What follows belongs to an exercise in optimizing a design on an open flow for small area, a short achievable clock period and few clock cycles; a production flow would make more cautious choices.
At most, simulation tests tie the RTL to the original design; equivalence was not proved.
Power is estimated from default activity; no workload was simulated.

==> module cihp_front, before the edit <==
module cihp_front (
   input  logic                         clock,
   input  logic                         reset,
   input  logic                         in_valid,
   input  logic [cihp_pkg::BYTE_W-1:0]  byte_in,
   input  logic                         final_byte,
   input  logic                         res_free,    
   input  logic                         res_pend,    
   output logic                         step,        
   output logic                         res_new,     
   output logic [1:0]                   res_kind,
   output logic [1:0]                   res_ecode,
   output logic                         res_done,
   output logic                         res_two,
   output logic [cihp_pkg::MAJOR_W-1:0] major,       
   output logic [cihp_pkg::VALUE_W-1:0] value
);
   logic [1:0]                     phase_ff, phase_in;
   logic [cihp_pkg::MAJOR_W-1:0]   major_ff, major_in;
   logic [cihp_pkg::VALUE_W-1:0]   xn_ff;
   logic [cihp_pkg::VALUE_W-1:0]   x, x_in;
   logic [cihp_pkg::INFO_W-1:0]    info;
   logic                           info_imm, info_ext;
   logic [cihp_pkg::VALUE_W-1:0]   shifted;
   logic [cihp_pkg::VALUE_W-1:0]   marker;
   logic                           need_pay;
   logic                           ext_last;
   logic                           pay_last;
   logic                           str_major;
   localparam int GRP_W = 16;
   localparam int N_GRP = cihp_pkg::VALUE_W / GRP_W;
   logic [N_GRP-2:0]               gz_ff, gz_in;    
   logic [N_GRP-1:0]               borrow;          
   logic [cihp_pkg::VALUE_W-1:0]   dec;             
   logic                           low_zero;
   assign x     = ~xn_ff;
   assign value = x;
   assign major = major_ff;
   always_comb begin
      info      = byte_in[cihp_pkg::INFO_W-1:0];
      info_imm  = (info < 5'd24);
      info_ext  = !info_imm && (info <= 5'd27);
      shifted   = {x[cihp_pkg::VALUE_W-cihp_pkg::BYTE_W-1:0], byte_in};
      marker     = '0;
      marker[56] = (info[1:0] == 2'd0);
      marker[48] = (info[1:0] == 2'd1);
      marker[32] = (info[1:0] == 2'd2);
      marker[0]  = (info[1:0] == 2'd3);
      ext_last  = x[cihp_pkg::VALUE_W-cihp_pkg::BYTE_W];
      pay_last  = (x[GRP_W-1:0] == GRP_W'(1)) && (&gz_ff[N_GRP-2:1])
                  && (x[cihp_pkg::VALUE_W-1:cihp_pkg::VALUE_W-GRP_W] == '0);
      borrow[0] = 1'b1;
      for (int k = 1; k < N_GRP; k++) begin
         borrow[k] = borrow[k-1] && gz_ff[k-1];
      end
      for (int i = 0; i < cihp_pkg::VALUE_W; i++) begin
         low_zero = borrow[i / GRP_W]
                    && !(|(x[(i / GRP_W) * GRP_W +: GRP_W] & GRP_W'((1 << (i % GRP_W)) - 1)));
         dec[i] = x[i] ^ low_zero;
      end
      gz_in = gz_ff;
      case (phase_ff)
         cihp_pkg::PH_IDLE: begin
            gz_in[0] = info_imm ? (info == '0) : (info[1:0] != 2'd3);
            gz_in[1] = 1'b1;
            gz_in[2] = info_imm || (info[1:0] != 2'd2);
         end
         cihp_pkg::PH_EXT: begin
            gz_in[0] = (x[7:0] == '0) && (byte_in == '0);
            for (int k = 1; k < N_GRP - 1; k++) begin
               gz_in[k] = (x[k*GRP_W-cihp_pkg::BYTE_W +: GRP_W] == '0);
            end
         end
         cihp_pkg::PH_PAYLOAD: begin
            for (int k = 0; k < N_GRP - 1; k++) begin
               gz_in[k] = borrow[k] ? (x[k*GRP_W +: GRP_W] == GRP_W'(1)) : gz_ff[k];
            end
         end
         default: begin
            gz_in = gz_ff;
         end
      endcase
      phase_in    = phase_ff;
      major_in    = major_ff;
      x_in        = x;
      res_new     = 1'b0;
      res_kind    = cihp_pkg::KIND_HEAD;
      res_ecode   = cihp_pkg::ERR_BAD_INFO;
      res_done    = 1'b0;
      res_two     = 1'b0;
      str_major   = (major_ff == cihp_pkg::MAJ_BYTES) || (major_ff == cihp_pkg::MAJ_TEXT);
      need_pay    = 1'b0;
      case (phase_ff)
         cihp_pkg::PH_IDLE: begin
            major_in    = byte_in[cihp_pkg::BYTE_W-1:cihp_pkg::INFO_W];
            str_major   = (major_in == cihp_pkg::MAJ_BYTES) || (major_in == cihp_pkg::MAJ_TEXT);
            x_in        = info_imm ? cihp_pkg::VALUE_W'(info) : marker;
            if (info_imm) begin
               need_pay = str_major && (info != '0);
               res_new  = 1'b1;
               res_done = !need_pay;
               res_two  = need_pay && final_byte;
               phase_in = (need_pay && !final_byte) ? cihp_pkg::PH_PAYLOAD : cihp_pkg::PH_IDLE;
            end else if (info_ext) begin
               res_new   = final_byte;
               res_kind  = cihp_pkg::KIND_ERROR;
               res_ecode = cihp_pkg::ERR_HEAD_TRUNC;
               phase_in  = final_byte ? cihp_pkg::PH_IDLE : cihp_pkg::PH_EXT;
            end else begin
               res_new   = 1'b1;
               res_kind  = cihp_pkg::KIND_ERROR;
               res_ecode = cihp_pkg::ERR_BAD_INFO;
               phase_in  = final_byte ? cihp_pkg::PH_IDLE : cihp_pkg::PH_DROP;
            end
         end
         cihp_pkg::PH_EXT: begin
            x_in = shifted;
            if (ext_last) begin
               need_pay = str_major && !((&gz_ff) && (x[55:48] == '0) && (byte_in == '0));
               res_new  = 1'b1;
               res_done = !need_pay;
               res_two  = need_pay && final_byte;
               phase_in = (need_pay && !final_byte) ? cihp_pkg::PH_PAYLOAD : cihp_pkg::PH_IDLE;
            end else begin
               res_new   = final_byte;
               res_kind  = cihp_pkg::KIND_ERROR;
               res_ecode = cihp_pkg::ERR_HEAD_TRUNC;
               phase_in  = final_byte ? cihp_pkg::PH_IDLE : cihp_pkg::PH_EXT;
            end
         end
         cihp_pkg::PH_PAYLOAD: begin
            x_in     = dec;
            res_new  = 1'b1;
            res_kind = cihp_pkg::KIND_PAYLOAD;
            res_done = pay_last;
            res_two  = !pay_last && final_byte;
            phase_in = (pay_last || final_byte) ? cihp_pkg::PH_IDLE : cihp_pkg::PH_PAYLOAD;
         end
         default: begin
            phase_in = final_byte ? cihp_pkg::PH_IDLE : cihp_pkg::PH_DROP;
         end
      endcase
      step = in_valid && res_free && !res_pend;
   end
   always_ff @(posedge clock) begin
      if (reset) begin
         phase_ff <= cihp_pkg::PH_IDLE;
      end else if (step) begin
         phase_ff <= phase_in;
      end
   end
   always_ff @(posedge clock) begin
      if (step) begin
         major_ff <= major_in;
         xn_ff    <= ~x_in;
         gz_ff    <= gz_in;
      end
   end
endmodule
Settings: LEC_CHECK=0, CAP_MARGIN=20, CORE_MARGIN=2, CORE_UTILIZATION=65, CTS_BUF_LIST=sky130_fd_sc_hd__clkbuf_8, SETUP_SLACK_MARGIN=1.5, SLEW_MARGIN=20; clock period 4.0 ns.
standard.sh (not shown) runs the stock make flow with config.mk's settings and CLKGATE_MAP_FILE= SYNTH_SCRIPT=/design/flow/synth_recipe.tcl, a recipe that flattens the netlist after the stock synthesis.
==> flow/flow/run.sh <==
#!/bin/bash
# The standard layout, with plain buf_1 cells as the port buffers instead of
# the default delay cells. Each tool's output is kept in flow_standard.log.
set -euo pipefail
bash standard.sh BUFFER_PORTS_ARGS="-buffer_cell sky130_fd_sc_hd__buf_1" finish > flow_standard.log 2>&1
Testbench counts at the start, summed over its fixed seeds: cycles 24,277.
Change:
--- a/flow/design.v
+++ b/flow/design.v
@@ -43,16 +43,10 @@
    logic [cihp_pkg::VALUE_W-1:0]   marker;
    logic                           need_pay;
    logic                           ext_last;
    logic                           pay_last;
    logic                           str_major;
-   localparam int GRP_W = 16;
-   localparam int N_GRP = cihp_pkg::VALUE_W / GRP_W;
-   logic [N_GRP-2:0]               gz_ff, gz_in;    
-   logic [N_GRP-1:0]               borrow;          
-   logic [cihp_pkg::VALUE_W-1:0]   dec;             
-   logic                           low_zero;
    assign x     = ~xn_ff;
    assign value = x;
    assign major = major_ff;
    always_comb begin
       info      = byte_in[cihp_pkg::INFO_W-1:0];
@@ -63,43 +57,11 @@
       marker[56] = (info[1:0] == 2'd0);
       marker[48] = (info[1:0] == 2'd1);
       marker[32] = (info[1:0] == 2'd2);
       marker[0]  = (info[1:0] == 2'd3);
       ext_last  = x[cihp_pkg::VALUE_W-cihp_pkg::BYTE_W];
-      pay_last  = (x[GRP_W-1:0] == GRP_W'(1)) && (&gz_ff[N_GRP-2:1])
-                  && (x[cihp_pkg::VALUE_W-1:cihp_pkg::VALUE_W-GRP_W] == '0);
-      borrow[0] = 1'b1;
-      for (int k = 1; k < N_GRP; k++) begin
-         borrow[k] = borrow[k-1] && gz_ff[k-1];
-      end
-      for (int i = 0; i < cihp_pkg::VALUE_W; i++) begin
-         low_zero = borrow[i / GRP_W]
-                    && !(|(x[(i / GRP_W) * GRP_W +: GRP_W] & GRP_W'((1 << (i % GRP_W)) - 1)));
-         dec[i] = x[i] ^ low_zero;
-      end
-      gz_in = gz_ff;
-      case (phase_ff)
-         cihp_pkg::PH_IDLE: begin
-            gz_in[0] = info_imm ? (info == '0) : (info[1:0] != 2'd3);
-            gz_in[1] = 1'b1;
-            gz_in[2] = info_imm || (info[1:0] != 2'd2);
-         end
-         cihp_pkg::PH_EXT: begin
-            gz_in[0] = (x[7:0] == '0) && (byte_in == '0);
-            for (int k = 1; k < N_GRP - 1; k++) begin
-               gz_in[k] = (x[k*GRP_W-cihp_pkg::BYTE_W +: GRP_W] == '0);
-            end
-         end
-         cihp_pkg::PH_PAYLOAD: begin
-            for (int k = 0; k < N_GRP - 1; k++) begin
-               gz_in[k] = borrow[k] ? (x[k*GRP_W +: GRP_W] == GRP_W'(1)) : gz_ff[k];
-            end
-         end
-         default: begin
-            gz_in = gz_ff;
-         end
-      endcase
+      pay_last  = (x == cihp_pkg::VALUE_W'(1));
       phase_in    = phase_ff;
       major_in    = major_ff;
       x_in        = x;
       res_new     = 1'b0;
       res_kind    = cihp_pkg::KIND_HEAD;
@@ -132,11 +94,11 @@
             end
          end
          cihp_pkg::PH_EXT: begin
             x_in = shifted;
             if (ext_last) begin
-               need_pay = str_major && !((&gz_ff) && (x[55:48] == '0) && (byte_in == '0));
+               need_pay = str_major && (shifted != '0);
                res_new  = 1'b1;
                res_done = !need_pay;
                res_two  = need_pay && final_byte;
                phase_in = (need_pay && !final_byte) ? cihp_pkg::PH_PAYLOAD : cihp_pkg::PH_IDLE;
             end else begin
@@ -145,11 +107,11 @@
                res_ecode = cihp_pkg::ERR_HEAD_TRUNC;
                phase_in  = final_byte ? cihp_pkg::PH_IDLE : cihp_pkg::PH_EXT;
             end
          end
          cihp_pkg::PH_PAYLOAD: begin
-            x_in     = dec;
+            x_in     = x - cihp_pkg::VALUE_W'(1);
             res_new  = 1'b1;
             res_kind = cihp_pkg::KIND_PAYLOAD;
             res_done = pay_last;
             res_two  = !pay_last && final_byte;
             phase_in = (pay_last || final_byte) ? cihp_pkg::PH_IDLE : cihp_pkg::PH_PAYLOAD;
@@ -169,11 +131,10 @@
    end
    always_ff @(posedge clock) begin
       if (step) begin
          major_ff <= major_in;
          xn_ff    <= ~x_in;
-         gz_ff    <= gz_in;
       end
    end
 endmodule
 module cihp_back (
    input  logic                           clock,
Result: The new run completed without violations. Synthesized area came out higher by 3.8%. Routed wire length rises by 14%. Final cell count climbs by 16%. Maximum frequency is lower by 4.6%. Sequential power decreases by about 6%. Combinational power falls by 24%.
For the second run of this note, only the layout was checked, not whether the RTL still works.

afterwards: timing with drivers on the ports:
No port has a modelled driver above. Below, the same layouts with a new extraction and two added sets of constraints.
Step 1, drivers: a clkbuf_16 drives clock and a buf_2 each remaining input, both assumed.
Step 2 moves the port delays by t, midway between the first and last clock arrival at a register: inputs arrive t later, outputs are due t later. That takes back most of the time a late clock gives input paths.
Three values: no drivers, after step 1, after step 2; two values: the first two.
run | shift t [ns] | setup WS [ns] | worst register clock-pin slew, ns
the first run | 0.396 | 1.649 / 1.652 / 1.262 | 0.09 / 0.09
the second run | 0.397 | 1.535 / 1.535 / 1.252 | 0.10 / 0.10
After both steps setup and hold are still met in every run listed. For the first run, which loses most, drivers alone change the setup slack by +0.003 ns; drivers and shift together by -0.387 ns.
